This design comes from an exercise in tuning for a short achievable clock period and few clock cycles per item on the open sky130 flow, not from production work.
Function was checked by simulation only, so behaviour that the tests miss may differ from the original.
Power is estimated from default activity; no workload was simulated.

### flow/run.sh
#!/bin/bash
# synth_recipe.tcl (not shown) runs the flow's synth.tcl, then flattens the netlist and writes it again
# the make line also repeats each setting of config.mk as NAME=value (left out here)
make -C /OpenROAD-flow-scripts/flow DESIGN_CONFIG=/design/flow/config.mk WORK_HOME=/design/flow/orfs CLKGATE_MAP_FILE= SYNTH_SCRIPT=/design/flow/synth_recipe.tcl finish
### flow/config.mk
export PLATFORM = sky130hd
export DESIGN_NAME = window_sender_with_retx_timer_core
export DESIGN_NICKNAME = window_sender_with_retx_timer_core
export VERILOG_FILES = /design/flow/design.v
export SDC_FILE = /design/flow/constraint.sdc
export NUM_CORES = 4
export LEC_CHECK = 0
export ABC_CLOCK_PERIOD_IN_PS = 3500
export CAP_MARGIN = 20
export CORE_MARGIN = 2
export CORE_UTILIZATION = 40
export SETUP_SLACK_MARGIN = 5
export SLEW_MARGIN = 20
export TNS_END_PERCENT = 100
### flow/constraint.sdc
create_clock -name core_clock -period 9.0 [get_ports {clk}]
set_input_delay 1.8000 -clock core_clock [delete_from_list [all_inputs] [get_ports {clk}]]
set_output_delay 1.8000 -clock core_clock [all_outputs]
set_load 0.01 [all_outputs]
### flow/design.v
package wsrt_pkg;
  localparam int SEQ_W      = 32;
  localparam int SEGB_W     = 14;
  localparam int HDR_W      = 8;
  localparam int WIN_W      = 6;
  localparam int SACK_CNT_W = 6;
  localparam int LEN_W      = 14;
  localparam int KIND_W     = 2;
  localparam int CFG_IDX_W  = 3;
  localparam int CFG_DATA_W = 32;
  localparam int SACKED_W   = SACK_CNT_W + SEGB_W;
  localparam int CNT_W      = 6;
  localparam int SW         = 35;
  localparam logic [KIND_W-1:0] KIND_START = 2'd0;
  localparam logic [KIND_W-1:0] KIND_ACK   = 2'd1;
  localparam logic [KIND_W-1:0] KIND_TICK  = 2'd2;
  localparam logic RES_SEG  = 1'b0;
  localparam logic RES_DONE = 1'b1;
  localparam logic [CFG_IDX_W-1:0] CFG_SEGMENT_BYTES = 3'd0;
  localparam logic [CFG_IDX_W-1:0] CFG_HEADER_BYTES  = 3'd1;
  localparam logic [CFG_IDX_W-1:0] CFG_FLOW_BYTES    = 3'd2;
  localparam logic [CFG_IDX_W-1:0] CFG_START_WINDOW  = 3'd3;
  localparam logic [CFG_IDX_W-1:0] CFG_WINDOW_LIMIT  = 3'd4;
  localparam logic [CFG_IDX_W-1:0] CFG_RETX_TICKS    = 3'd5;
  localparam logic [CFG_IDX_W-1:0] CFG_PRIORITY_MODE = 3'd6;
  localparam logic [SEGB_W-1:0] RST_SEGMENT_BYTES = 14'd1460;
  localparam logic [HDR_W-1:0]  RST_HEADER_BYTES  = 8'd40;
  localparam logic [SEQ_W-1:0]  RST_FLOW_BYTES    = 32'd1460;
  localparam logic [WIN_W-1:0]  RST_START_WINDOW  = 6'd1;
  localparam logic [WIN_W-1:0]  RST_WINDOW_LIMIT  = 6'd32;
  localparam logic [SEQ_W-1:0]  RST_RETX_TICKS    = 32'd1000;
  localparam logic [WIN_W-1:0]  MAXW              = 6'd32;
  localparam logic [CNT_W-1:0] SEG_CAP = 6'd63;
  localparam logic [LEN_W-1:0] LEN_MAX = 14'h3FFF;
  typedef struct packed {
    logic              noloop;      
    logic              force_a;     
    logic              done_pend;   
    logic              tmr_unk;     
    logic              altf;        
    logic              agtf;        
    logic              fapos;       
    logic              goa;         
    logic [SEQ_W-1:0]  a;
    logic [SW-1:0]     am;          
    logic [SW-1:0]     ra;          
    logic [SW-1:0]     ram;         
    logic [SW-1:0]     fa;          
    logic [SW-1:0]     fam;         
    logic [SW-1:0]     fam1;        
    logic [SW-1:0]     lm;          
    logic [SW-1:0]     lmm;         
    logic [SW-1:0]     lmmm;        
    logic [SW-1:0]     flm;         
    logic [SW-1:0]     flm1;        
    logic [SEQ_W-1:0]  flow;
    logic [SEQ_W-1:0]  prio;
  } run_t;
  localparam int RUN_W = 8 + 3 * SEQ_W + 11 * SW;
endpackage
module wsrt_ctrl (
  input  logic                             clk,
  input  logic                             rst_n,
  input  logic                             in_tvalid,
  output logic                             in_tready,
  input  logic [wsrt_pkg::KIND_W-1:0]      in_kind,
  input  logic [wsrt_pkg::SEQ_W-1:0]       in_ack_seq,
  input  logic [wsrt_pkg::SACK_CNT_W-1:0]  in_sack_count,
  input  logic                             cfg_valid,
  output logic                             cfg_ready,
  input  logic [wsrt_pkg::CFG_IDX_W-1:0]   cfg_index,
  input  logic [wsrt_pkg::CFG_DATA_W-1:0]  cfg_data,
  output logic                             run_v,
  output wsrt_pkg::run_t                   run,
  input  logic                             run_pop,
  input  logic                             tmr_set,
  input  logic                             tmr_armed,
  output logic [wsrt_pkg::SEGB_W-1:0]      g_mss,
  output logic [wsrt_pkg::HDR_W-1:0]       g_hdr,
  output logic [wsrt_pkg::LEN_W-1:0]       g_msslen,
  output logic [wsrt_pkg::SEQ_W-1:0]       g_flow
);
  localparam int SEQ_W      = wsrt_pkg::SEQ_W;
  localparam int SEGB_W     = wsrt_pkg::SEGB_W;
  localparam int HDR_W      = wsrt_pkg::HDR_W;
  localparam int WIN_W      = wsrt_pkg::WIN_W;
  localparam int SACK_CNT_W = wsrt_pkg::SACK_CNT_W;
  localparam int LEN_W      = wsrt_pkg::LEN_W;
  localparam int KIND_W     = wsrt_pkg::KIND_W;
  localparam int SACKED_W   = wsrt_pkg::SACKED_W;
  localparam int CNT_W      = wsrt_pkg::CNT_W;
  localparam int SW         = wsrt_pkg::SW;
  localparam logic [LEN_W-1:0] LEN_MAX = wsrt_pkg::LEN_MAX;
  localparam logic [CNT_W-1:0] SEG_CAP = wsrt_pkg::SEG_CAP;
  localparam int QN   = 4;
  localparam int QC_W = $clog2(QN + 1);
  logic [SEGB_W-1:0] c_mss;        
  logic [HDR_W-1:0]  c_hdr;
  logic [SEQ_W-1:0]  c_flow;
  logic [WIN_W-1:0]  c_startcl;    
  logic [WIN_W-1:0]  c_limcl;      
  logic [SEQ_W-1:0]  c_retx;
  logic              c_prio;
  logic [LEN_W-1:0]  c_msslen;     
  assign cfg_ready = 1'b1;
  assign g_mss     = c_mss;
  assign g_hdr     = c_hdr;
  assign g_msslen  = c_msslen;
  assign g_flow    = c_flow;
  always_ff @(posedge clk) begin
    if (!rst_n) begin
      c_mss     <= wsrt_pkg::RST_SEGMENT_BYTES;
      c_hdr     <= wsrt_pkg::RST_HEADER_BYTES;
      c_flow    <= wsrt_pkg::RST_FLOW_BYTES;
      c_startcl <= wsrt_pkg::RST_START_WINDOW;
      c_limcl   <= wsrt_pkg::RST_WINDOW_LIMIT;
      c_retx    <= wsrt_pkg::RST_RETX_TICKS;
      c_prio    <= 1'b0;
    end else if (cfg_valid) begin
      unique case (cfg_index)
        wsrt_pkg::CFG_SEGMENT_BYTES: c_mss <= (cfg_data[SEGB_W-1:0] == '0) ? SEGB_W'(1)
                                                                  : cfg_data[SEGB_W-1:0];
        wsrt_pkg::CFG_HEADER_BYTES:  c_hdr <= cfg_data[HDR_W-1:0];
        wsrt_pkg::CFG_FLOW_BYTES:    c_flow <= cfg_data[SEQ_W-1:0];
        wsrt_pkg::CFG_START_WINDOW:  c_startcl <= (cfg_data[WIN_W-1:0] < wsrt_pkg::MAXW) ? cfg_data[WIN_W-1:0] : wsrt_pkg::MAXW;
        wsrt_pkg::CFG_WINDOW_LIMIT:  c_limcl <= (cfg_data[WIN_W-1:0] < wsrt_pkg::MAXW) ? cfg_data[WIN_W-1:0] : wsrt_pkg::MAXW;
        wsrt_pkg::CFG_RETX_TICKS:    c_retx <= cfg_data[SEQ_W-1:0];
        wsrt_pkg::CFG_PRIORITY_MODE: c_prio <= cfg_data[0];
        default: ;
      endcase
    end
  end
  function automatic logic [SW-1:0] csa_s(input logic [SW-1:0] x, input logic [SW-1:0] y,
                                          input logic [SW-1:0] z);
    csa_s = x ^ y ^ z;
  endfunction
  function automatic logic [SW-1:0] csa_c(input logic [SW-1:0] x, input logic [SW-1:0] y,
                                          input logic [SW-1:0] z);
    csa_c = ((x & y) | (x & z) | (y & z)) << 1;
  endfunction
  logic [SW-1:0] c_nm1, c_nm2, c_nm3, c_nm1m1, c_fl2, c_flm, c_flm1;
  logic [LEN_W:0] msslen_full;
  assign msslen_full = (LEN_W+1)'(c_mss) + (LEN_W+1)'(c_hdr);
  always_ff @(posedge clk) begin
    c_msslen <= (msslen_full > (LEN_W+1)'(LEN_MAX)) ? LEN_MAX : msslen_full[LEN_W-1:0];
    c_nm1    <= '0 - SW'(c_mss);
    c_nm2    <= '0 - (SW'(c_mss) << 1);
    c_nm3    <= '0 - (SW'(c_mss) << 1) - SW'(c_mss);
    c_nm1m1  <= ~(SW'(c_mss));
    c_fl2    <= SW'(c_flow) + SW'(2);
    c_flm    <= SW'(c_flow) - SW'(c_mss);
    c_flm1   <= SW'(c_flow) + ~(SW'(c_mss));
  end
  logic [1:0]    st_age;
  logic [SW-1:0] st_s, st_c, st_sm, st_ra, st_ram, st_lmmm;
  logic [SW-1:0] sp [6];
  always_comb begin
    for (int i = 0; i < 6; i++) sp[i] = c_startcl[i] ? (SW'(c_mss) << i) : '0;
  end
  always_ff @(posedge clk) begin
    if (!rst_n) begin
      st_age <= '0;
    end else if (cfg_valid && (cfg_index <= wsrt_pkg::CFG_START_WINDOW)) begin
      st_age <= '0;
    end else if (st_age != 2'd3) begin
      st_age <= st_age + 2'd1;
    end
  end
  always_ff @(posedge clk) begin
    st_s    <= csa_s(csa_s(sp[0], sp[1], sp[2]), csa_c(sp[0], sp[1], sp[2]),
                     csa_s(sp[3], sp[4], sp[5])) ^ csa_c(sp[3], sp[4], sp[5]) ^
               csa_c(csa_s(sp[0], sp[1], sp[2]), csa_c(sp[0], sp[1], sp[2]),
                     csa_s(sp[3], sp[4], sp[5]));
    st_c    <= csa_c(csa_s(csa_s(sp[0], sp[1], sp[2]), csa_c(sp[0], sp[1], sp[2]),
                           csa_s(sp[3], sp[4], sp[5])),
                     csa_c(sp[3], sp[4], sp[5]),
                     csa_c(csa_s(sp[0], sp[1], sp[2]), csa_c(sp[0], sp[1], sp[2]),
                           csa_s(sp[3], sp[4], sp[5])));
    st_sm   <= st_s + st_c;
    st_ra   <= st_sm + c_nm1;
    st_ram  <= st_sm + c_nm2;
    st_lmmm <= st_sm + c_nm3;
  end
  logic                  iv;
  logic [KIND_W-1:0]     ik;
  logic [SEQ_W-1:0]      ia;
  logic [SACK_CNT_W-1:0] is_;
  logic                  can_r;     
  logic                  rdy_r;     
  logic                  a_go;
  logic                  iv_nxt;
  logic                  can_nxt;
  assign a_go      = iv && can_r;
  assign in_tready = rdy_r;
  assign iv_nxt    = rdy_r ? in_tvalid : iv;
  always_ff @(posedge clk) begin
    if (!rst_n) begin
      iv    <= 1'b0;
      rdy_r <= 1'b1;
    end else begin
      iv    <= iv_nxt;
      rdy_r <= !iv_nxt || can_nxt;
    end
  end
  always_ff @(posedge clk) begin
    if (rdy_r) begin
      ik  <= in_kind;
      ia  <= in_ack_seq;
      is_ <= in_sack_count;
    end
  end
  logic [SEQ_W-1:0]    oldest;
  logic [WIN_W-1:0]    cwnd;
  logic [SACK_CNT_W-1:0] sk_cnt;    
  logic [SEGB_W-1:0]     sk_mss;
  logic                armed;
  logic [SEQ_W-1:0]    left;
  logic                done;
  logic                tmr_unk;
  logic [QC_W-1:0]     inflight;
  logic                is_new;
  logic [WIN_W:0]      cw_inc;
  logic [WIN_W-1:0]    cw_nxt;
  logic                le1;
  assign is_new = ia > oldest;
  assign cw_inc = {1'b0, cwnd} + (WIN_W+1)'(1);
  assign cw_nxt = (cw_inc > {1'b0, c_limcl}) ? c_limcl : cw_inc[WIN_W-1:0];
  assign le1    = (left[SEQ_W-1:1] == '0);
  logic                push;
  logic                p_noloop, p_force, p_done, p_tmr;
  logic [SEQ_W-1:0]    p_a;
  logic [WIN_W-1:0]    p_cw;
  logic [SACK_CNT_W-1:0] p_skc;
  logic [SEGB_W-1:0]     p_skm;
  always_comb begin
    push     = 1'b0;
    p_noloop = 1'b0;
    p_force  = 1'b0;
    p_done   = 1'b0;
    p_tmr    = 1'b0;
    p_a      = ia;
    p_cw     = cw_nxt;
    p_skc    = is_;
    p_skm    = c_mss;
    if (a_go) begin
      unique case (ik)
        wsrt_pkg::KIND_START: begin
          push    = 1'b1;
          p_force = 1'b1;
          p_a     = '0;
          p_cw    = c_startcl;
          p_skc   = '0;
        end
        wsrt_pkg::KIND_ACK: begin
          if (!done) begin
            if (is_new) begin
              push   = 1'b1;
              p_done = (ia == c_flow);
              p_tmr  = !armed && (ia < c_flow);
            end else if (ia == c_flow) begin
              push     = 1'b1;
              p_noloop = 1'b1;
              p_done   = 1'b1;
              p_a      = '0;
            end
          end
        end
        wsrt_pkg::KIND_TICK: begin
          if (armed && le1) begin
            push    = 1'b1;
            p_force = 1'b1;
            p_a     = oldest;
            p_cw    = WIN_W'(1);
            p_skc   = sk_cnt;
            p_skm   = sk_mss;
          end
        end
        default: ;
      endcase
    end
  end
  logic bp;
  assign bp = a_go && (ik == wsrt_pkg::KIND_START) && (st_age == 2'd3) && !d1_v && !d2_v && !d3_v;
  logic [QC_W-1:0] inflight_nxt;
  logic            tmr_unk_nxt;
  assign inflight_nxt = inflight + QC_W'(push) - QC_W'(run_pop);
  assign tmr_unk_nxt  = tmr_set ? 1'b0 : (tmr_unk || p_tmr);
  assign can_nxt      = (inflight_nxt < QC_W'(QN)) && !tmr_unk_nxt;
  always_ff @(posedge clk) begin
    if (!rst_n) begin
      oldest   <= '0;
      cwnd     <= WIN_W'(1);
      sk_cnt   <= '0;
      sk_mss   <= '0;
      armed    <= 1'b0;
      left     <= '0;
      done     <= 1'b0;
      tmr_unk  <= 1'b0;
      inflight <= '0;
      can_r    <= 1'b1;
    end else begin
      inflight <= inflight_nxt;
      tmr_unk  <= tmr_unk_nxt;
      can_r    <= can_nxt;
      if (tmr_set) begin
        armed <= tmr_armed;
        left  <= c_retx;
      end
      if (a_go) begin
        unique case (ik)
          wsrt_pkg::KIND_START: begin
            oldest <= '0;
            cwnd   <= c_startcl;
            sk_cnt <= '0;
            done   <= 1'b0;
            armed  <= (c_startcl != '0) && (c_flow != '0);
            left   <= c_retx;
          end
          wsrt_pkg::KIND_ACK: begin
            if (!done) begin
              sk_cnt <= is_;
              sk_mss <= c_mss;
              if (is_new) begin
                oldest <= ia;
                cwnd   <= cw_nxt;
                if (ia == c_flow) done <= 1'b1;
                if (armed) begin
                  armed <= (ia < c_flow);
                  left  <= c_retx;
                end
              end else if (ia == c_flow) begin
                done <= 1'b1;
              end
            end
          end
          wsrt_pkg::KIND_TICK: begin
            if (armed) begin
              if (le1) begin
                armed <= (oldest < c_flow);
                left  <= c_retx;
                cwnd  <= WIN_W'(1);
              end else begin
                left <= left - SEQ_W'(1);
              end
            end
          end
          default: ;
        endcase
      end
    end
  end
  logic                  d1_v, d1_noloop, d1_force, d1_done, d1_tmr, d1_prio;
  logic [SEQ_W-1:0]      d1_a, d1_flow;
  logic [WIN_W-1:0]      d1_cw;
  logic [SACK_CNT_W-1:0] d1_skc;
  logic [SEGB_W-1:0]     d1_skm;
  logic [SEGB_W-1:0]     d1_mss;
  always_ff @(posedge clk) begin
    if (!rst_n) d1_v <= 1'b0;
    else        d1_v <= push && !bp;
  end
  always_ff @(posedge clk) begin
    d1_noloop <= p_noloop;
    d1_force  <= p_force;
    d1_done   <= p_done;
    d1_tmr    <= p_tmr;
    d1_a      <= p_a;
    d1_cw     <= p_cw;
    d1_skc    <= p_skc;
    d1_skm    <= p_skm;
    d1_flow   <= c_flow;
    d1_mss    <= c_mss;
    d1_prio   <= c_prio;
  end
  logic [SW-1:0] e_a, e_flow, e_mss;
  logic [SW-1:0] pc [6];    
  logic [SW-1:0] ps [6];    
  assign e_a    = SW'(d1_a);
  assign e_flow = SW'(d1_flow);
  assign e_mss  = SW'(d1_mss);
  always_comb begin
    for (int i = 0; i < 6; i++) begin
      pc[i] = d1_cw[i]  ? (SW'(d1_mss) << i) : '0;
      ps[i] = d1_skc[i] ? (SW'(d1_skm) << i) : '0;
    end
  end
  logic [SW-1:0] t_s0, t_c0, t_s1, t_c1, t_s2, t_c2, t_s3, t_c3, t_s4, t_c4, t_s5, t_c5;
  logic [SW-1:0] t_s6, t_c6, t_s7, t_c7, t_s8, t_c8, t_s9, t_c9;
  logic [SW-1:0] a_s4, a_c4, a_s5, a_c5, a_s6, a_c6, a_s7, a_c7, a_s8, a_c8, a_s9, a_c9;
  logic [SW-1:0] a_s10, a_c10;
  logic [SW-1:0] u_s0, u_c0, u_s1, u_c1, u_s2, u_c2, u_s3, u_c3, u_s4, u_c4;
  always_comb begin
    t_s0 = csa_s(pc[0], pc[1], pc[2]);  t_c0 = csa_c(pc[0], pc[1], pc[2]);
    t_s1 = csa_s(pc[3], pc[4], pc[5]);  t_c1 = csa_c(pc[3], pc[4], pc[5]);
    t_s2 = csa_s(ps[0], ps[1], ps[2]);  t_c2 = csa_c(ps[0], ps[1], ps[2]);
    t_s3 = csa_s(ps[3], ps[4], ps[5]);  t_c3 = csa_c(ps[3], ps[4], ps[5]);
    t_s4 = csa_s(t_s0, t_c0, t_s1);     t_c4 = csa_c(t_s0, t_c0, t_s1);
    t_s5 = csa_s(t_c1, t_s2, t_c2);     t_c5 = csa_c(t_c1, t_s2, t_c2);
    t_s6 = csa_s(t_s4, t_c4, t_s5);     t_c6 = csa_c(t_s4, t_c4, t_s5);
    t_s7 = csa_s(t_c5, t_s3, t_c3);     t_c7 = csa_c(t_c5, t_s3, t_c3);
    t_s8 = csa_s(t_s6, t_c6, t_s7);     t_c8 = csa_c(t_s6, t_c6, t_s7);
    t_s9 = csa_s(t_s8, t_c8, t_c7);     t_c9 = csa_c(t_s8, t_c8, t_c7);
    a_s4 = csa_s(t_s0, t_c0, t_s1);     a_c4 = csa_c(t_s0, t_c0, t_s1);
    a_s5 = csa_s(t_c1, t_s2, t_c2);     a_c5 = csa_c(t_c1, t_s2, t_c2);
    a_s6 = csa_s(t_s3, t_c3, e_a);      a_c6 = csa_c(t_s3, t_c3, e_a);
    a_s7 = csa_s(a_s4, a_c4, a_s5);     a_c7 = csa_c(a_s4, a_c4, a_s5);
    a_s8 = csa_s(a_c5, a_s6, a_c6);     a_c8 = csa_c(a_c5, a_s6, a_c6);
    a_s9 = csa_s(a_s7, a_c7, a_s8);     a_c9 = csa_c(a_s7, a_c7, a_s8);
    a_s10 = csa_s(a_s9, a_c9, a_c8);    a_c10 = csa_c(a_s9, a_c9, a_c8);
    u_s0 = csa_s(t_s2, t_c2, t_s3);     u_c0 = csa_c(t_s2, t_c2, t_s3);
    u_s1 = csa_s(t_c3, e_a, u_s0);      u_c1 = csa_c(t_c3, e_a, u_s0);
    u_s2 = csa_s(u_c0, u_s1, u_c1);     u_c2 = csa_c(u_c0, u_s1, u_c1);
  end
  logic                d2_v, d2_noloop, d2_force, d2_done, d2_tmr, d2_prio;
  logic                d2_agtf, d2_altf;
  logic [SEQ_W-1:0]    d2_a, d2_flow;
  logic [SW-1:0]       d2_ts, d2_tc, d2_as, d2_ac, d2_us, d2_uc;
  logic [SW-1:0]       d2_nm1, d2_nm2, d2_nm3, d2_nm1m1, d2_fl2;
  logic [SW-1:0]       d2_am, d2_fa, d2_flm, d2_flm1;
  always_ff @(posedge clk) begin
    if (!rst_n) d2_v <= 1'b0;
    else        d2_v <= d1_v;
  end
  always_ff @(posedge clk) begin
    d2_noloop <= d1_noloop;
    d2_force  <= d1_force;
    d2_done   <= d1_done;
    d2_tmr    <= d1_tmr;
    d2_prio   <= d1_prio;
    d2_a      <= d1_a;
    d2_flow   <= d1_flow;
    d2_agtf   <= d1_a > d1_flow;
    d2_altf   <= d1_a < d1_flow;
    d2_ts     <= t_s9;
    d2_tc     <= t_c9;
    d2_as     <= a_s10;
    d2_ac     <= a_c10;
    d2_us     <= u_s2;
    d2_uc     <= u_c2;
    d2_nm1    <= '0 - e_mss;
    d2_nm2    <= '0 - (e_mss << 1);
    d2_nm3    <= '0 - (e_mss << 1) - e_mss;
    d2_nm1m1  <= ~e_mss;
    d2_fl2    <= e_flow + SW'(2);
    d2_am     <= e_a - e_mss;
    d2_fa     <= e_flow - e_a;
    d2_flm    <= e_flow - e_mss;
    d2_flm1   <= e_flow + ~e_mss;
  end
  wsrt_pkg::run_t nr;
  logic [SW-1:0]  pd;       
  always_comb begin
    nr.noloop    = d2_noloop;
    nr.force_a   = d2_force;
    nr.done_pend = d2_done;
    nr.tmr_unk   = d2_tmr;
    nr.altf      = d2_altf;
    nr.agtf      = d2_agtf;
    nr.fapos     = !d2_fa[SW-1] && (d2_fa != '0);
    nr.a         = d2_a;
    nr.am        = d2_am;
    nr.ra        = csa_s(d2_ts, d2_tc, d2_nm1) + csa_c(d2_ts, d2_tc, d2_nm1);
    nr.ram       = csa_s(d2_ts, d2_tc, d2_nm2) + csa_c(d2_ts, d2_tc, d2_nm2);
    nr.lm        = csa_s(d2_as, d2_ac, d2_nm1) + csa_c(d2_as, d2_ac, d2_nm1);
    nr.lmm       = csa_s(d2_as, d2_ac, d2_nm2) + csa_c(d2_as, d2_ac, d2_nm2);
    nr.lmmm      = csa_s(d2_as, d2_ac, d2_nm3) + csa_c(d2_as, d2_ac, d2_nm3);
    nr.fa        = d2_fa;
    nr.fam       = d2_fa + d2_nm1;
    nr.fam1      = d2_fa + d2_nm1m1;
    nr.flm       = d2_flm;
    nr.flm1      = d2_flm1;
    nr.flow      = d2_flow;
    pd           = csa_s(d2_fl2, ~d2_us, ~d2_uc) + csa_c(d2_fl2, ~d2_us, ~d2_uc);
    nr.prio      = d2_prio ? SEQ_W'(1)
                 : (!pd[SW-1] && (pd != '0)) ? pd[SEQ_W-1:0] : '0;
    nr.goa       = !d2_noloop && !nr.ra[SW-1] && nr.fapos;
  end
  wsrt_pkg::run_t d3;
  logic           d3_v;
  always_ff @(posedge clk) begin
    if (!rst_n) d3_v <= 1'b0;
    else        d3_v <= d2_v;
  end
  always_ff @(posedge clk) begin
    d3 <= nr;
  end
  wsrt_pkg::run_t sr;       
  always_comb begin
    sr.noloop    = 1'b0;
    sr.force_a   = 1'b1;
    sr.done_pend = 1'b0;
    sr.tmr_unk   = 1'b0;
    sr.altf      = (c_flow != '0);
    sr.agtf      = 1'b0;
    sr.fapos     = (c_flow != '0);
    sr.goa       = (c_startcl != '0) && (c_flow != '0);
    sr.a         = '0;
    sr.am        = c_nm1;
    sr.ra        = st_ra;
    sr.ram       = st_ram;
    sr.fa        = SW'(c_flow);
    sr.fam       = c_flm;
    sr.fam1      = c_flm1;
    sr.lm        = st_ra;
    sr.lmm       = st_ram;
    sr.lmmm      = st_lmmm;
    sr.flm       = c_flm;
    sr.flm1      = c_flm1;
    sr.flow      = c_flow;
    sr.prio      = c_prio ? SEQ_W'(1) : c_flow;
  end
  logic           q_in_v;
  wsrt_pkg::run_t q_in;
  assign q_in_v = d3_v || bp;
  assign q_in   = d3_v ? d3 : sr;
  localparam int RW = wsrt_pkg::RUN_W;
  logic [QN*RW-1:0] qf;     
  logic [QC_W-1:0]  qn;
  logic [QC_W-1:0]  wi;     
  assign wi = qn - QC_W'(run_pop);
  always_ff @(posedge clk) begin
    if (!rst_n) begin
      qn <= '0;
    end else begin
      qn <= qn + QC_W'(q_in_v) - QC_W'(run_pop);
    end
  end
  always_ff @(posedge clk) begin
    for (int i = 0; i < QN; i++) begin
      if (q_in_v && wi == QC_W'(i))  qf[i*RW +: RW] <= q_in;
      else if (run_pop && i < QN - 1) qf[i*RW +: RW] <= qf[(i+1)*RW +: RW];
    end
  end
  assign run_v = (qn != '0);
  assign run   = qf[RW-1:0];
endmodule
module wsrt_dp (
  input  logic                          clk,
  input  logic                          rst_n,
  input  logic                          run_v,
  input  wsrt_pkg::run_t                run,
  output logic                          run_pop,
  output logic                          tmr_set,
  output logic                          tmr_armed,
  input  logic [wsrt_pkg::SEGB_W-1:0]   b_mss,
  input  logic [wsrt_pkg::HDR_W-1:0]    b_hdr,
  input  logic [wsrt_pkg::LEN_W-1:0]    b_msslen,
  input  logic [wsrt_pkg::SEQ_W-1:0]    b_flow,
  output logic                          out_valid,
  input  logic                          out_ready,
  output logic                          out_kind,
  output logic [wsrt_pkg::SEQ_W-1:0]    out_seq,
  output logic [wsrt_pkg::LEN_W-1:0]    out_len,
  output logic [wsrt_pkg::SEQ_W-1:0]    out_prio,
  output logic                          out_last
);
  localparam int SEQ_W      = wsrt_pkg::SEQ_W;
  localparam int SEGB_W     = wsrt_pkg::SEGB_W;
  localparam int HDR_W      = wsrt_pkg::HDR_W;
  localparam int WIN_W      = wsrt_pkg::WIN_W;
  localparam int SACK_CNT_W = wsrt_pkg::SACK_CNT_W;
  localparam int LEN_W      = wsrt_pkg::LEN_W;
  localparam int KIND_W     = wsrt_pkg::KIND_W;
  localparam int SACKED_W   = wsrt_pkg::SACKED_W;
  localparam int CNT_W      = wsrt_pkg::CNT_W;
  localparam int SW         = wsrt_pkg::SW;
  localparam logic [LEN_W-1:0] LEN_MAX = wsrt_pkg::LEN_MAX;
  localparam logic [CNT_W-1:0] SEG_CAP = wsrt_pkg::SEG_CAP;
  logic              go;         
  logic              done_go;    
  logic [SEQ_W-1:0]  nxt;
  logic [SW-1:0]     f, fm, fm1, r, rm;
  logic [CNT_W-1:0]  sent;
  logic [SEQ_W-1:0]  b_prio;
  logic              b_done;
  logic              sk_v;
  logic              sk_kind;
  logic [SEQ_W-1:0]  sk_seq;
  logic [LEN_W-1:0]  sk_len;
  logic [SEQ_W-1:0]  sk_prio;
  logic              sk_last;
  logic              out_valid_r;
  logic              out_kind_r;
  logic [SEQ_W-1:0]  out_seq_r;
  logic [LEN_W-1:0]  out_len_r;
  logic [SEQ_W-1:0]  out_prio_r;
  logic              out_last_r;
  logic          en;
  logic          over, more, free;
  logic [SW-1:0] e_nxt, e_mss;
  logic [SEQ_W-1:0] nxt_inc;
  logic [SW-1:0] fm_s, fm1_s, rm_s;
  logic [LEN_W:0] tail_full;
  logic [LEN_W-1:0] seg_len;
  assign en    = !sk_v;
  assign e_nxt = SW'(nxt);
  assign e_mss = SW'(b_mss);
  assign over  = fm[SW-1];
  assign more  = go && !rm[SW-1] && !fm1[SW-1] && (sent != (SEG_CAP - CNT_W'(1)));
  assign free  = go ? (!more && !b_done) : 1'b1;
  assign nxt_inc = nxt + SEQ_W'(b_mss);
  assign fm_s    = fm - e_mss;
  assign fm1_s   = fm1 - e_mss;
  assign rm_s    = rm - e_mss;
  assign tail_full = (LEN_W+1)'(f[LEN_W-1:0]) + (LEN_W+1)'(b_hdr);
  assign seg_len   = !over ? b_msslen
                   : (tail_full > (LEN_W+1)'(LEN_MAX)) ? LEN_MAX : tail_full[LEN_W-1:0];
  logic          a_gt;
  logic          ho;
  logic [SW-1:0] d_lm, d_lmm, d_lmmm, d_fl, d_flm, d_flm1, d_am;
  logic [SEQ_W:0] d_a;
  logic [SEQ_W-1:0] h_nxt;
  logic [SW-1:0] h_f, h_fm, h_fm1, h_r, h_rm;
  logic          h_fpos, h_go;
  assign d_lm   = run.lm   - e_nxt;
  assign d_lmm  = run.lmm  - e_nxt;
  assign d_lmmm = run.lmmm - e_nxt;
  assign d_fl   = SW'(run.flow) - e_nxt;
  assign d_flm  = run.flm  - e_nxt;
  assign d_flm1 = run.flm1 - e_nxt;
  assign d_am   = e_nxt - run.am;            
  assign d_a    = {1'b0, nxt} - {1'b0, run.a};  
  assign a_gt = run.force_a || (go ? (over ? run.agtf : d_am[SW-1]) : d_a[SEQ_W]);
  assign ho   = en && run_v && free;
  always_comb begin
    if (a_gt) begin
      h_nxt  = run.a;
      h_f    = run.fa;
      h_fm   = run.fam;
      h_fm1  = run.fam1;
      h_r    = run.ra;
      h_rm   = run.ram;
      h_fpos = run.fapos;
    end else if (go) begin
      h_nxt  = over ? b_flow : nxt_inc;
      h_f    = fm;
      h_fm   = fm_s;
      h_fm1  = fm1_s;
      h_r    = d_lmm;
      h_rm   = d_lmmm;
      h_fpos = !over && !fm1[SW-1];
    end else begin
      h_nxt  = nxt;
      h_f    = d_fl;
      h_fm   = d_flm;
      h_fm1  = d_flm1;
      h_r    = d_lm;
      h_rm   = d_lmm;
      h_fpos = !d_fl[SW-1] && (d_fl != '0);
    end
  end
  logic go_b, go_c;
  assign go_b = !run.noloop && !d_lmm[SW-1] && !over && !fm1[SW-1];
  assign go_c = !run.noloop && !d_lm[SW-1] && !d_fl[SW-1] && (d_fl != '0);
  assign h_go = a_gt ? run.goa : (go ? go_b : go_c);
  logic tmr_pend, tmr_altf;
  always_ff @(posedge clk) begin
    if (!rst_n) begin
      tmr_pend <= 1'b0;
    end else begin
      tmr_pend <= ho && run.tmr_unk;
    end
    if (ho) tmr_altf <= run.altf;
  end
  assign run_pop   = ho;
  assign tmr_set   = tmr_pend;
  assign tmr_armed = go && tmr_altf;
  always_ff @(posedge clk) begin
    if (!rst_n) begin
      go      <= 1'b0;
      done_go <= 1'b0;
      nxt     <= '0;
    end else if (en) begin
      if (go && more) begin
        nxt  <= nxt_inc;
        f    <= fm;
        fm   <= fm_s;
        fm1  <= fm1_s;
        r    <= rm;
        rm   <= rm_s;
        sent <= sent + CNT_W'(1);
      end else if (ho) begin
        go       <= h_go;
        done_go  <= !h_go && run.done_pend;
        nxt      <= h_nxt;
        f        <= h_f;
        fm       <= h_fm;
        fm1      <= h_fm1;
        r        <= h_r;
        rm       <= h_rm;
        sent     <= '0;
        b_prio   <= run.prio;
        b_done   <= run.done_pend;
      end else begin
        go      <= 1'b0;
        done_go <= go && b_done;
        if (go) nxt <= over ? b_flow : nxt_inc;
      end
    end
  end
  logic              emit;
  logic              r_kind;
  logic [SEQ_W-1:0]  r_seq;
  logic [LEN_W-1:0]  r_len;
  logic [SEQ_W-1:0]  r_prio;
  logic              r_last;
  logic              out_free;
  assign emit     = en && (go || done_go);
  assign r_kind   = go ? wsrt_pkg::RES_SEG : wsrt_pkg::RES_DONE;
  assign r_seq    = go ? nxt : '0;
  assign r_len    = go ? seg_len : '0;
  assign r_prio   = go ? b_prio : '0;
  assign r_last   = go ? (!more && !b_done) : 1'b1;
  assign out_free = !out_valid_r || out_ready;
  always_ff @(posedge clk) begin
    if (!rst_n) begin
      out_valid_r <= 1'b0;
      sk_v        <= 1'b0;
    end else if (out_free) begin
      out_valid_r <= sk_v || emit;
      sk_v        <= 1'b0;
    end else if (emit) begin
      sk_v        <= 1'b1;
    end
  end
  always_ff @(posedge clk) begin
    if (out_free) begin
      if (sk_v) begin
        out_kind_r <= sk_kind;
        out_seq_r  <= sk_seq;
        out_len_r  <= sk_len;
        out_prio_r <= sk_prio;
        out_last_r <= sk_last;
      end else if (emit) begin
        out_kind_r <= r_kind;
        out_seq_r  <= r_seq;
        out_len_r  <= r_len;
        out_prio_r <= r_prio;
        out_last_r <= r_last;
      end
    end else if (emit) begin
      sk_kind <= r_kind;
      sk_seq  <= r_seq;
      sk_len  <= r_len;
      sk_prio <= r_prio;
      sk_last <= r_last;
    end
  end
  assign out_valid = out_valid_r;
  assign out_kind  = out_kind_r;
  assign out_seq   = out_seq_r;
  assign out_len   = out_len_r;
  assign out_prio  = out_prio_r;
  assign out_last  = out_last_r;
endmodule
module window_sender_with_retx_timer_core (
  input  logic        clk,
  input  logic        rst_n,
  input  logic        in_tvalid,
  output logic        in_tready,
  input  logic [39:0] in_tdata,    
  input  logic [1:0]  in_tuser,    
  output logic        out_tvalid,
  input  logic        out_tready,
  output logic [79:0] out_tdata,   
  output logic [0:0]  out_tuser,   
  output logic        out_tlast,
  input  logic                              cfg_valid,
  output logic                              cfg_ready,
  input  logic [wsrt_pkg::CFG_IDX_W-1:0]    cfg_index,
  input  logic [wsrt_pkg::CFG_DATA_W-1:0]   cfg_data
);
  wsrt_pkg::run_t run;
  logic           run_v;
  logic           run_pop;
  logic           tmr_set;
  logic           tmr_armed;
  logic [wsrt_pkg::SEGB_W-1:0] g_mss;
  logic [wsrt_pkg::HDR_W-1:0]  g_hdr;
  logic [wsrt_pkg::LEN_W-1:0]  g_msslen;
  logic [wsrt_pkg::SEQ_W-1:0]  g_flow;
  logic                         res_kind;
  logic [wsrt_pkg::SEQ_W-1:0]   res_seq;
  logic [wsrt_pkg::LEN_W-1:0]   res_len;
  logic [wsrt_pkg::SEQ_W-1:0]   res_prio;
  wsrt_ctrl u_ctrl (
    .clk           (clk),
    .rst_n         (rst_n),
    .in_tvalid     (in_tvalid),
    .in_tready     (in_tready),
    .in_kind       (in_tuser),
    .in_ack_seq    (in_tdata[31:0]),
    .in_sack_count (in_tdata[37:32]),
    .cfg_valid     (cfg_valid),
    .cfg_ready     (cfg_ready),
    .cfg_index     (cfg_index),
    .cfg_data      (cfg_data),
    .run_v         (run_v),
    .run           (run),
    .run_pop       (run_pop),
    .tmr_set       (tmr_set),
    .tmr_armed     (tmr_armed),
    .g_mss         (g_mss),
    .g_hdr         (g_hdr),
    .g_msslen      (g_msslen),
    .g_flow        (g_flow)
  );
  wsrt_dp u_dp (
    .clk       (clk),
    .rst_n     (rst_n),
    .run_v     (run_v),
    .run       (run),
    .run_pop   (run_pop),
    .tmr_set   (tmr_set),
    .tmr_armed (tmr_armed),
    .b_mss     (g_mss),
    .b_hdr     (g_hdr),
    .b_msslen  (g_msslen),
    .b_flow    (g_flow),
    .out_valid (out_tvalid),
    .out_ready (out_tready),
    .out_kind  (res_kind),
    .out_seq   (res_seq),
    .out_len   (res_len),
    .out_prio  (res_prio),
    .out_last  (out_tlast)
  );
  assign out_tdata = {2'b00, res_prio, res_len, res_seq};
  assign out_tuser = res_kind;
endmodule
==> results of run 1 <==
power by group through the flow:
stage / registers (mW) / clock network, mW / logic [mW]
3_5_place_dp: 28.2 / 0 / 33.9
6_report: 28.0 / 16.3 / 38.9
2_1_floorplan: 26.9 / 0 / 20.4
3_3_place_gp: 28.0 / 0 / 33.6
4_1_cts: 27.9 / 16.4 / 36.6
5_1_grt: 28.3 / 17.0 / 41.7
cell families after synthesis:
kind of cell | after synthesis | share of synthesized area
multiplexers | 256 | 0.0152
AO/OA/AOI/OAI | 4224 | 0.144
adder cells (fa/ha/maj) | 1321 | 0.113
flip-flops | 3554 | 0.530
XOR/XNOR | 757 | 0.0382
other | 2 | 0.0000433
buffers and inverters | 1969 | 0.0428
AND/OR/NAND/NOR | 4485 | 0.117
state kept, by name, summed over array words and instances, names as in the netlist, 35 cells and up:
signal	count
u_ctrl.d2_nm3	35
u_dp.fm1	35
u_ctrl.c_nm3	35
u_ctrl.st_lmmm	35
u_ctrl.d3	427
u_ctrl.st_ram	35
u_dp.rm	35
u_ctrl.qf	1708
u_ctrl.d2_flm1	35
u_dp.fm	35
u_ctrl.c_flm1	35
what timing repair did:
| item | 4_1_cts | 5_1_grt |
|---|---|---|
| resized for setup | 591 | 266 |
| cloned | 31 | 54 |
| buffers inserted | 102 | 87 |
| pin swaps | 72 | 87 |
| hold buffers | 0 | 0 |
| setup endpoints to repair | 3103 | 2238 |
worst max-delay path, cell delays in order (launching register included):
cell and delay (ns):
sky130_fd_sc_hd__dfxtp_4 0.41, sky130_fd_sc_hd__ha_4 0.20, sky130_fd_sc_hd__fa_2 0.39, sky130_fd_sc_hd__nand2b_1 0.21, sky130_fd_sc_hd__a21oi_2 0.20, sky130_fd_sc_hd__xor2_2 0.17
sky130_fd_sc_hd__a2111oi_4 0.42, sky130_fd_sc_hd__or4bb_4 0.60, sky130_fd_sc_hd__a2111oi_4 0.28, sky130_fd_sc_hd__nand4_1 0.21, sky130_fd_sc_hd__nor4_2 0.35, sky130_fd_sc_hd__and4_4 0.37
sky130_fd_sc_hd__nor4_4 0.04, sky130_fd_sc_hd__a221o_1 0.26
routing by layer:
metal	GRT usage	wire, um	vias to the layer above
met5	0	132	-
met4	0.133	37400	20
met3	0.0563	67700	1328
met2	0.416	280000	6895
met1	0.378	263000	65083
li1	-	-	59232
cell usage in the layout, fill, tap and decap left out, drive strengths merged, types with 40 or more instances in the layout:
cell	Yosys	layout
a22o	42	42
and2	257	257
a22oi	56	56
o21a	111	111
nor2b	214	214
ha	911	911
inv	1227	1228
nand2	2149	2152
a31oi	82	82
o22ai	92	92
xor2	230	230
xnor2	527	527
nand3	233	233
clkinvlp	0	40
o21ai	1822	1822
nor3	263	263
clkinv	11	130
a21o	275	275
o211ai	100	100
and3	77	77
clkdlybuf4s50	0	154
nor2	800	800
mux2i	193	193
buf	62	494
clkbuf	669	585
nand2b	111	111
or3	75	75
a21boi	47	47
o31ai	86	86
dfxtp	1487	1487
a21oi	1029	1029
mux2	63	63
fa	410	410
o21bai	66	66
edfxtp	2067	2067
nand4	106	106
diode	0	68
a211oi	70	70
nor4	76	76
final cells by class:
class	count	area (um^2)
multi-input combinational	11052	76700
inverter	1238	4760
tap	5710	7140
sequential	3554	92000
timing repair buffer	709	8810
antenna	68	170
fill	39624	229000
clock buffer	538	11100
clock inverter	183	1870
synthesized netlist by cell type, types with 111 or more instances:
master and instances:
sky130_fd_sc_hd__a21o_1 275, sky130_fd_sc_hd__a21oi_1 1029, sky130_fd_sc_hd__and2_1 255, sky130_fd_sc_hd__clkbuf_1 668
sky130_fd_sc_hd__dfxtp_1 1487, sky130_fd_sc_hd__edfxtp_1 2067, sky130_fd_sc_hd__fa_1 410, sky130_fd_sc_hd__ha_1 911
sky130_fd_sc_hd__inv_1 1220, sky130_fd_sc_hd__mux2i_1 193, sky130_fd_sc_hd__nand2_1 2149, sky130_fd_sc_hd__nand2b_1 111
sky130_fd_sc_hd__nand3_1 233, sky130_fd_sc_hd__nor2_1 800, sky130_fd_sc_hd__nor2b_1 214, sky130_fd_sc_hd__nor3_1 262
sky130_fd_sc_hd__o21a_1 111, sky130_fd_sc_hd__o21ai_0 1774, sky130_fd_sc_hd__xnor2_1 527, sky130_fd_sc_hd__xor2_1 230
worst paths after layout:
| path | start | end | slack (ns) |
|---|---|---|---|
| setup / recovery | u_dp.nxt[0] | u_dp.go | 4.75 |
| setup reg to reg | u_dp.nxt[0] | u_dp.go | 4.75 |
| hold / removal | u_ctrl.d2_agtf | u_ctrl.d3[483] | 0.32 |
| hold reg to reg | u_ctrl.d2_agtf | u_ctrl.d3[483] | 0.32 |
metrics by stage:
step	utilization	hold WS (ns)	cell area, um^2
after floorplan	-	0.310	174000
after global placement	0.422	0.310	182000
after detailed placement	0.422	0.312	182000
after CTS	0.462	0.309	199000
after global routing	0.470	0.312	202000
final	0.470	0.317	203000
==> results_tabular.tex, run 1 <==
\begin{tabular}{lr}
\hline
Metric & Value \\
\hline
\multicolumn{2}{l}{\textbf{Finish}} \\
Share of cells above drive strength 1 & 0.101 \\
Area added between synthesis and finish & 16.8\% \\
Non-filler instance count after layout & 23,052 \\
Final layout net count & 18,340 \\
\multicolumn{2}{l}{\textbf{Drt}} \\
Final WL & 649,000 um \\
Average detailed-routed wire length per instance & 28.1 um \\
Iter 0 DRT Violations & 17,199 \\
Number of iterations in the first detailed-routing pass & 6 \\
Remaining DRCs & 0 \\
Via/cell ratio & 5.75 \\
Remaining antenna violation count & 0 \\
Number of vias after detailed routing & 132,558 \\
\multicolumn{2}{l}{\textbf{Outcome}} \\
Run status & no timing/DRC/antenna violations \\
\multicolumn{2}{l}{\textbf{Timing}} \\
Count of pins over their slew limit & 0 \\
Actual slew at the worst max-slew pin & 1.29 ns \\
Unrepaired setup endpoints after global routing & yes \\
Setup TNS & 0 ns \\
Portion of the clock cycle consumed by the worst path in the final layout & 0.472 \\
Slew Limit Headroom & 0.141 \\
Final hold violation count & 0 \\
Maximum clock frequency & 235 MHz \\
Final-report setup violation count & 0 \\
Maximum clock skew at final layout & 0.0756 ns \\
Final critical-path required period & 4.25 ns \\
Final worst setup slack & 4.75 ns \\
\multicolumn{2}{l}{\textbf{Synthesis}} \\
Mean Syn Cell Area & 10.5 um\^{}2 \\
Summed instance area of the synthesized netlist & 173,000 um\^{}2 \\
Flop and latch count out of synthesis & 3,554 \\
Fraction of registers with async set or reset after synthesis & 0 \\
Share of the synthesized area in the top cell type & 0.358 \\
Number of enable flip-flop cells after synthesis & 2,067 \\
Post-synthesis sequential area ratio & 0.530 \\
Top FF cell, synth & sky130\_fd\_sc\_hd\_\_edfxtp\_1 \\
Syn Inst Count & 16,568 \\
Cells taking the most area after synthesis & sky130\_fd\_sc\_hd\_\_edfxtp\_1, sky130\_fd\_sc\_hd\_\_dfxtp\_1, sky130\_fd\_sc\_hd\_\_ha\_1, sky130\_fd\_sc\_hd\_\_o21ai\_0, sky130\_fd\_sc\_hd\_\_fa\_1 \\
Biggest area consumer among synthesized cells & sky130\_fd\_sc\_hd\_\_edfxtp\_1 \\
Yosys warnings & 6 \\
Netlist cell types & 103 \\
\multicolumn{2}{l}{\textbf{Floorplan}} \\
Starting Density & 0.402 \\
Core region area & 431,000 um\^{}2 \\
Die span in x & 662 um \\
Die ar. & 439,000 um\^{}2 \\
Floorplan row count & 241 \\
Count of pins on the block boundary & 167 \\
Die height & 662 um \\
\multicolumn{2}{l}{\textbf{Clock network}} \\
Clock buffer count from CTS & 382 \\
Clock Root Buffer & sky130\_fd\_sc\_hd\_\_clkbuf\_16 \\
Number of clock sinks & 3,554 \\
Later-pin clock latency in the skew report & 1.02 ns \\
Clock slew at reported path FFs & 0.06 ns \\
CTS tree & yes \\
Number of buffers on the longest clock path & 4 \\
Htree depth & 5 \\
\multicolumn{2}{l}{\textbf{Placed design}} \\
Total instance count after detailed placement & 21,989 \\
Pre-CTS setup slack & 3.36 ns \\
Number of port buffers & 161 \\
DPL Wire Length & 442,000 um \\
Routability congestion estimate & 0.985 \\
\multicolumn{2}{l}{\textbf{Global routing}} \\
Maximum number of pins on one net before global-route repair & 139 \\
Number of antenna violations at the first check in global routing & 73 \\
Combined global-route utilization of all metal layers & 0.276 \\
Total grt overflow & 0 \\
Via count of the first global-routing pass & 121,187 \\
Wire length of the first global-routing pass & 880,000 um \\
\multicolumn{2}{l}{\textbf{Pwr}} \\
Leak & 82.6 nW \\
Design internal power & 48.5 mW \\
Worst IR drop on VDD & 0.000322 V \\
Switching portion of total power & 0.417 \\
Areal power density over the cells & 411 nW/um\^{}2 \\
Relative contribution of sequential cells to total power & 0.337 \\
Clock Power Share & 0.196 \\
Reported net switching power & 34.6 mW \\
Overall power of the completed layout & 83.2 mW \\
Share of total power in combinational logic & 0.467 \\
\multicolumn{2}{l}{\textbf{Hold path}} \\
Number of instances on the worst hold path & 0 \\
Class of the tightest hold or removal check & flip-flop to flip-flop \\
\multicolumn{2}{l}{\textbf{Setup path}} \\
Type of element launching the critical path & flip-flop \\
Data arrival at the endpoint of the critical path & 5.15 ns \\
Number of cells traversed by the worst register-to-register path & 13 \\
Worst Path Required & 9.90 ns \\
Critical Path End Type & flip-flop \\
Crit path kind & flip-flop to flip-flop \\
Critical Path Fanout Max & 5 \\
\multicolumn{2}{l}{\textbf{Run}} \\
Number of maximum-capacitance violations & 0 \\
\hline
\end{tabular}
Testbench counts, summed over its fixed seeds: cycles 4,583, items 2,304.
==> inputs of run 2 (changes only) <==
--- a/flow/design.v
+++ b/flow/design.v
@@ -187,12 +187,14 @@
   logic [SACK_CNT_W-1:0] is_;
   logic                  can_r;     
   logic                  rdy_r;     
+  logic                  rdy;       
   logic                  a_go;
   logic                  iv_nxt;
   logic                  can_nxt;
   assign a_go      = iv && can_r;
+  assign rdy       = !iv || can_r;
   assign in_tready = rdy_r;
-  assign iv_nxt    = rdy_r ? in_tvalid : iv;
+  assign iv_nxt    = rdy ? in_tvalid : iv;
   always_ff @(posedge clk) begin
     if (!rst_n) begin
       iv    <= 1'b0;
@@ -203,7 +205,7 @@
     end
   end
   always_ff @(posedge clk) begin
-    if (rdy_r) begin
+    if (rdy) begin
       ik  <= in_kind;
       ia  <= in_ack_seq;
       is_ <= in_sack_count;
==> flow/flow/run.sh (new file) <==
#!/bin/bash
set -euo pipefail
bash standard.sh SETUP_SLACK_MARGIN=5.6 finish > standard_flow.log 2>&1
==> flow/standard.sh (new file) <==
#!/bin/bash
# synth_recipe.tcl (not shown) runs the flow's synth.tcl, then flattens the netlist and writes it again
# the make line also repeats each setting of config.mk as NAME=value (left out here)
make -C /OpenROAD-flow-scripts/flow DESIGN_CONFIG=/design/flow/config.mk WORK_HOME=/design/flow/orfs CLKGATE_MAP_FILE= SYNTH_SCRIPT=/design/flow/synth_recipe.tcl "${@:-finish}"
--- a/flow/config.mk
+++ b/flow/config.mk
@@ -5,10 +5,8 @@
 export SDC_FILE = /design/flow/constraint.sdc
 export NUM_CORES = 4
 export LEC_CHECK = 0
-export ABC_CLOCK_PERIOD_IN_PS = 3500
 export CAP_MARGIN = 20
 export CORE_MARGIN = 2
 export CORE_UTILIZATION = 40
-export SETUP_SLACK_MARGIN = 5
 export SLEW_MARGIN = 20
-export TNS_END_PERCENT = 100
+export TNS_END_PERCENT = 20
removed: flow/run.sh
==> results_tabular.tex, run 2 <==
\begin{tabular}{lr}
\hline
Metric & Value \\
\hline
\multicolumn{2}{l}{\textbf{Clock network}} \\
Number of clock sinks & 3,554 (unchanged) \\
Count of hold-fix buffers inserted at cts & 0 (unchanged) \\
Later-pin clock latency in the skew report & 1.01 ns (about the same) \\
Clock Root Buffer & sky130\_fd\_sc\_hd\_\_clkbuf\_16 \\
Clock buffer count from CTS & 383 (+0.26\%) \\
CTS tree & yes \\
Number of buffers on the longest clock path & 4 (unchanged) \\
Htree depth & 5 (unchanged) \\
Clock slew at reported path FFs & 0.06 ns (about the same) \\
\multicolumn{2}{l}{\textbf{Synthesis}} \\
Number of enable flip-flop cells after synthesis & 2,067 (unchanged) \\
Top FF cell, synth & sky130\_fd\_sc\_hd\_\_edfxtp\_1 \\
Fraction of registers with async set or reset after synthesis & 0 (unchanged) \\
Syn Inst Count & 16,358 (-1.3\%) \\
Post-synthesis sequential area ratio & 0.533 (+0.00314) \\
Biggest area consumer among synthesized cells & sky130\_fd\_sc\_hd\_\_edfxtp\_1 \\
Leading post-synthesis cells by instance count & sky130\_fd\_sc\_hd\_\_nand2\_1, sky130\_fd\_sc\_hd\_\_edfxtp\_1, sky130\_fd\_sc\_hd\_\_o21ai\_0 \\
Most instantiated library cell after synthesis & sky130\_fd\_sc\_hd\_\_nand2\_1 \\
Cells taking the most area after synthesis & sky130\_fd\_sc\_hd\_\_edfxtp\_1, sky130\_fd\_sc\_hd\_\_dfxtp\_1, sky130\_fd\_sc\_hd\_\_ha\_1, sky130\_fd\_sc\_hd\_\_o21ai\_0, sky130\_fd\_sc\_hd\_\_fa\_1 \\
Mean Syn Cell Area & 10.5 um\^{}2 (+0.69\%) \\
Yosys warnings & 6 (unchanged) \\
Flop and latch count out of synthesis & 3,554 (unchanged) \\
Share of the synthesized area in the top cell type & 0.360 (+0.00213) \\
Netlist cell types & 102 (-0.97\%) \\
Summed instance area of the synthesized netlist & 172,000 um\^{}2 (-0.59\%) \\
\multicolumn{2}{l}{\textbf{Finish}} \\
Largest Register & u\_ctrl.qf \\
Largest registers in the final layout & u\_ctrl.qf: 1708 flops, u\_ctrl.d3: 427 flops \\
Area added between synthesis and finish & 29.2\% \\
Final layout net count & 19,002 (+3.6\%) \\
Share of cells above drive strength 1 & 0.215 (+0.113) \\
Flip-flop count of the largest register after layout & 1,708 (unchanged) \\
Filler Cell Count & 36,977 (-6.7\%) \\
Commonest non-fill, non-tap cells in the layout & sky130\_fd\_sc\_hd\_\_edfxtp\_1, sky130\_fd\_sc\_hd\_\_nand2\_1, sky130\_fd\_sc\_hd\_\_dfxtp\_1 \\
Most frequent standard cell in the layout excluding fill and tap cells & sky130\_fd\_sc\_hd\_\_edfxtp\_1 \\
\multicolumn{2}{l}{\textbf{Floorplan}} \\
Count of pins on the block boundary & 167 (unchanged) \\
Floorplan row count & 241 (unchanged) \\
Starting Density & 0.401 (-0.00125) \\
Core region area & 430,000 um\^{}2 (-0.28\%) \\
Die ar. & 436,000 um\^{}2 (-0.59\%) \\
Die span in x & 660 um (-0.29\%) \\
Die height & 660 um (-0.29\%) \\
\multicolumn{2}{l}{\textbf{Setup path}} \\
Worst Path Required & 9.89 ns (about the same) \\
Critical Path End Type & flip-flop \\
Critical Path Fanout Max & 9 (+4) \\
Ordered list of cells on the worst path & inv\_1, buf\_8, ha\_1, nand4\_1, nor2\_4, a21oi\_1, o211ai\_1, o21a\_2, nor3\_4, o31ai\_4, xnor2\_4, or3\_4, a211oi\_2, buf\_4, o21ai\_1, and2\_1 \\
Data arrival at the endpoint of the critical path & 5.09 ns (-0.06 ns) \\
Critical Path Max Stage Delay & 0.50 ns (-0.10 ns) \\
Standard cell with the maximum stage delay on the critical path & sky130\_fd\_sc\_hd\_\_or3\_4 \\
Crit path kind & flip-flop to flip-flop \\
Type of element launching the critical path & flip-flop \\
Buffering stage count on the worst path with inverters included & 3 (+3) \\
Delay-heaviest family, CP & compound AO/OA/AOI/OAI gates \\
\multicolumn{2}{l}{\textbf{Pwr}} \\
Worst IR drop on VDD & 0.000378 V (+18\%) \\
Areal power density over the cells & 390 nW/um\^{}2 (-5.1\%) \\
Switching portion of total power & 0.409 (-0.00777) \\
Reported net switching power & 35.5 mW (+2.4\%) \\
Overall power of the completed layout & 86.8 mW (+4.4\%) \\
Relative contribution of sequential cells to total power & 0.319 (-0.018) \\
Leak & 91.1 nW (+10\%) \\
Clock Power Share & 0.188 (-0.008) \\
Design internal power & 51.3 mW (+5.7\%) \\
Share of total power in combinational logic & 0.492 (+0.025) \\
\multicolumn{2}{l}{\textbf{Global routing}} \\
Via count of the first global-routing pass & 124,911 (+3.1\%) \\
Maximum number of pins on one net before global-route repair & 175 (+26\%) \\
Wire length of the first global-routing pass & 951,000 um (+8.1\%) \\
Number of antenna violations at the first check in global routing & 93 (+27\%) \\
Combined global-route utilization of all metal layers & 0.307 (+0.0309) \\
Total grt overflow & 0 (unchanged) \\
\multicolumn{2}{l}{\textbf{Outcome}} \\
Run status & no timing/DRC/antenna violations \\
\multicolumn{2}{l}{\textbf{Placed design}} \\
Routability congestion estimate & 0.965 (-2.0\%) \\
DPL Wire Length & 434,000 um (-1.9\%) \\
Number of port buffers & 161 (unchanged) \\
\multicolumn{2}{l}{\textbf{Timing}} \\
Final critical-path required period & 4.20 ns (-0.0455 ns) \\
Portion of the clock cycle consumed by the worst path in the final layout & 0.467 (-0.00505) \\
Worst Hold Slack & 0.299 ns (-0.0176 ns) \\
Slew Limit Headroom & 0.0934 (-0.0476) \\
Final-report setup violation count & 0 (unchanged) \\
Count of pins over their slew limit & 0 (unchanged) \\
Unrepaired setup endpoints after global routing & yes \\
Actual slew at the worst max-slew pin & 1.35 ns (+0.0651 ns) \\
Maximum clock skew at final layout & 0.0541 ns (-0.0214 ns) \\
Final hold violation count & 0 (unchanged) \\
Setup TNS & 0 ns (unchanged) \\
Maximum clock frequency & 238 MHz (+1.1\%) \\
\multicolumn{2}{l}{\textbf{Drt}} \\
Final WL & 742,000 um (+14\%) \\
Remaining DRCs & 0 (unchanged) \\
Number of iterations in the first detailed-routing pass & 9 (+3) \\
Average detailed-routed wire length per instance & 31.3 um (+11\%) \\
Number of vias after detailed routing & 140,609 (+6.1\%) \\
Via/cell ratio & 5.93 (+3.2\%) \\
Remaining antenna violation count & 0 (unchanged) \\
Iter 0 DRT Violations & 19,698 (+15\%) \\
\multicolumn{2}{l}{\textbf{Run}} \\
Number of maximum-capacitance violations & 0 (unchanged) \\
\multicolumn{2}{l}{\textbf{Hold path}} \\
Class of the tightest hold or removal check & flip-flop to flip-flop \\
\hline
\end{tabular}
-- run 2: changes by cell type after synthesis, sizes merged, moves of 23 or more --
| cell | change |
|---|---|
| mux2i | -29 |
| nor3 | -32 |
| nand3 | -51 |
| nand2 | -36 |
| nor2 | -23 |
-- run 2: through the flow --
stage | utilization | area (um^2) | instances | setup slack (ns)
floorplan | - | 172000 | 16359 | -7.04
detailed placement | 0.421 | 181000 | 21801 | 2.84
CTS | 0.484 | 208000 | 23056 | 4.85
finish | 0.518 | 223000 | 23693 | 4.80
global placement | 0.421 | 181000 | 21800 | 2.91
global route | 0.518 | 223000 | 23658 | 4.82
-- run 2: cells by family (layout without fill, tap and decap cells) --
group                    after synthesis  count (layout)  share of synthesized area
AO/OA/AOI/OAI                       4157            4157                      0.143
XOR/XNOR                             779             779                     0.0396
adder cells (fa/ha/maj)             1321            1321                      0.114
buffers and inverters               1949            3503                     0.0427
flip-flops                          3554            3554                      0.533
multiplexers                         229             229                     0.0138
other                                  2              57                  0.0000436
AND/OR/NAND/NOR                     4367            4383                      0.115
-- run 2: layout make-up --
| type | instances | area, um^2 | area share |
|---|---|---|---|
| flip-flops and latches | 3554 | 92200 | 0.414 |
| multi-input cells | 10872 | 82600 | 0.371 |
| repair buffers | 1544 | 23100 | 0.104 |
| clock buffers | 552 | 11000 | 0.0494 |
| well taps | 5710 | 7140 | 0.0321 |
| inverters | 1244 | 4850 | 0.0218 |
| clock inverters | 163 | 1770 | 0.00794 |
| diodes | 54 | 135 | 0.000607 |
-- run 2: worst paths after layout --
kind	slack, ns	end	cells after the start	from
max	4.80	u_dp.done_go	16	u_dp.nxt[14]
min	0.30	u_ctrl.d3[453]	0	u_ctrl.d2_a[4]
max reg2reg	4.80	u_dp.done_go	16	u_dp.nxt[14]
min reg2reg	0.30	u_ctrl.d3[453]	0	u_ctrl.d2_a[4]
-- run 2: metal layers --
metal | vias up | wire length [um] | global-route usage
met5 | - | 137 | 0
met4 | 20 | 59800 | 0.173
met3 | 2101 | 95800 | 0.0718
met2 | 9345 | 307000 | 0.451
met1 | 68716 | 279000 | 0.414
li1 | 60427 | - | -
-- run 2: timing repair --
item                       4_1_cts  5_1_grt
gates cloned                   257      130
pin swaps                      324      686
setup endpoints to repair     3968     3984
setup buffers                  283      453
gates resized for setup       1470     2251
-- run 2: power groups by stage --
stage                     sequential (mW)  combinational, mW  clock [mW]
after floorplan                      25.5               16.5           0
after global placement               27.4               29.0           0
after detailed placement             27.5               29.3           0
after CTS                            27.3               35.5        16.4
after global routing                 28.0               44.7        17.0
final                                27.7               42.7        16.4
Testbench counts of run 2, summed over its fixed seeds: cycles 4,583, items 2,304.

-- static timing again, ports no longer ideal --
In the flow no input, the clock included, has a driving cell. The finished layouts below were timed again as built, in two steps.
Step 1, drivers: a clkbuf_16 drives clk and a buf_2 each remaining input, both assumed.
Step 2, shift: input delay + t, output delay - t, t = (earliest + latest rising clock arrival at the registers) / 2. This alone moves slack from input paths to output paths.
Slacks: ideal / step 1 / step 2; pairs: ideal / step 1.
run | t, ns | slack for setup (ns) | hold WS [ns] | worst setup path at the end | latest minus earliest clock arrival (ns)
run 1 | 1.108 | 4.752 / 4.752 / 3.871 | 0.317 / 0.317 / 0.317 | input to register | 0.080 / 0.080
run 2 | 1.106 | 4.798 / 4.798 / 3.810 | 0.299 / 0.299 / 0.299 | input to register | 0.054 / 0.055
After both steps setup and hold are still met in every run listed. For run 2, which loses most, drivers alone change the setup slack by 0.000 ns; drivers and shift together by -0.988 ns.
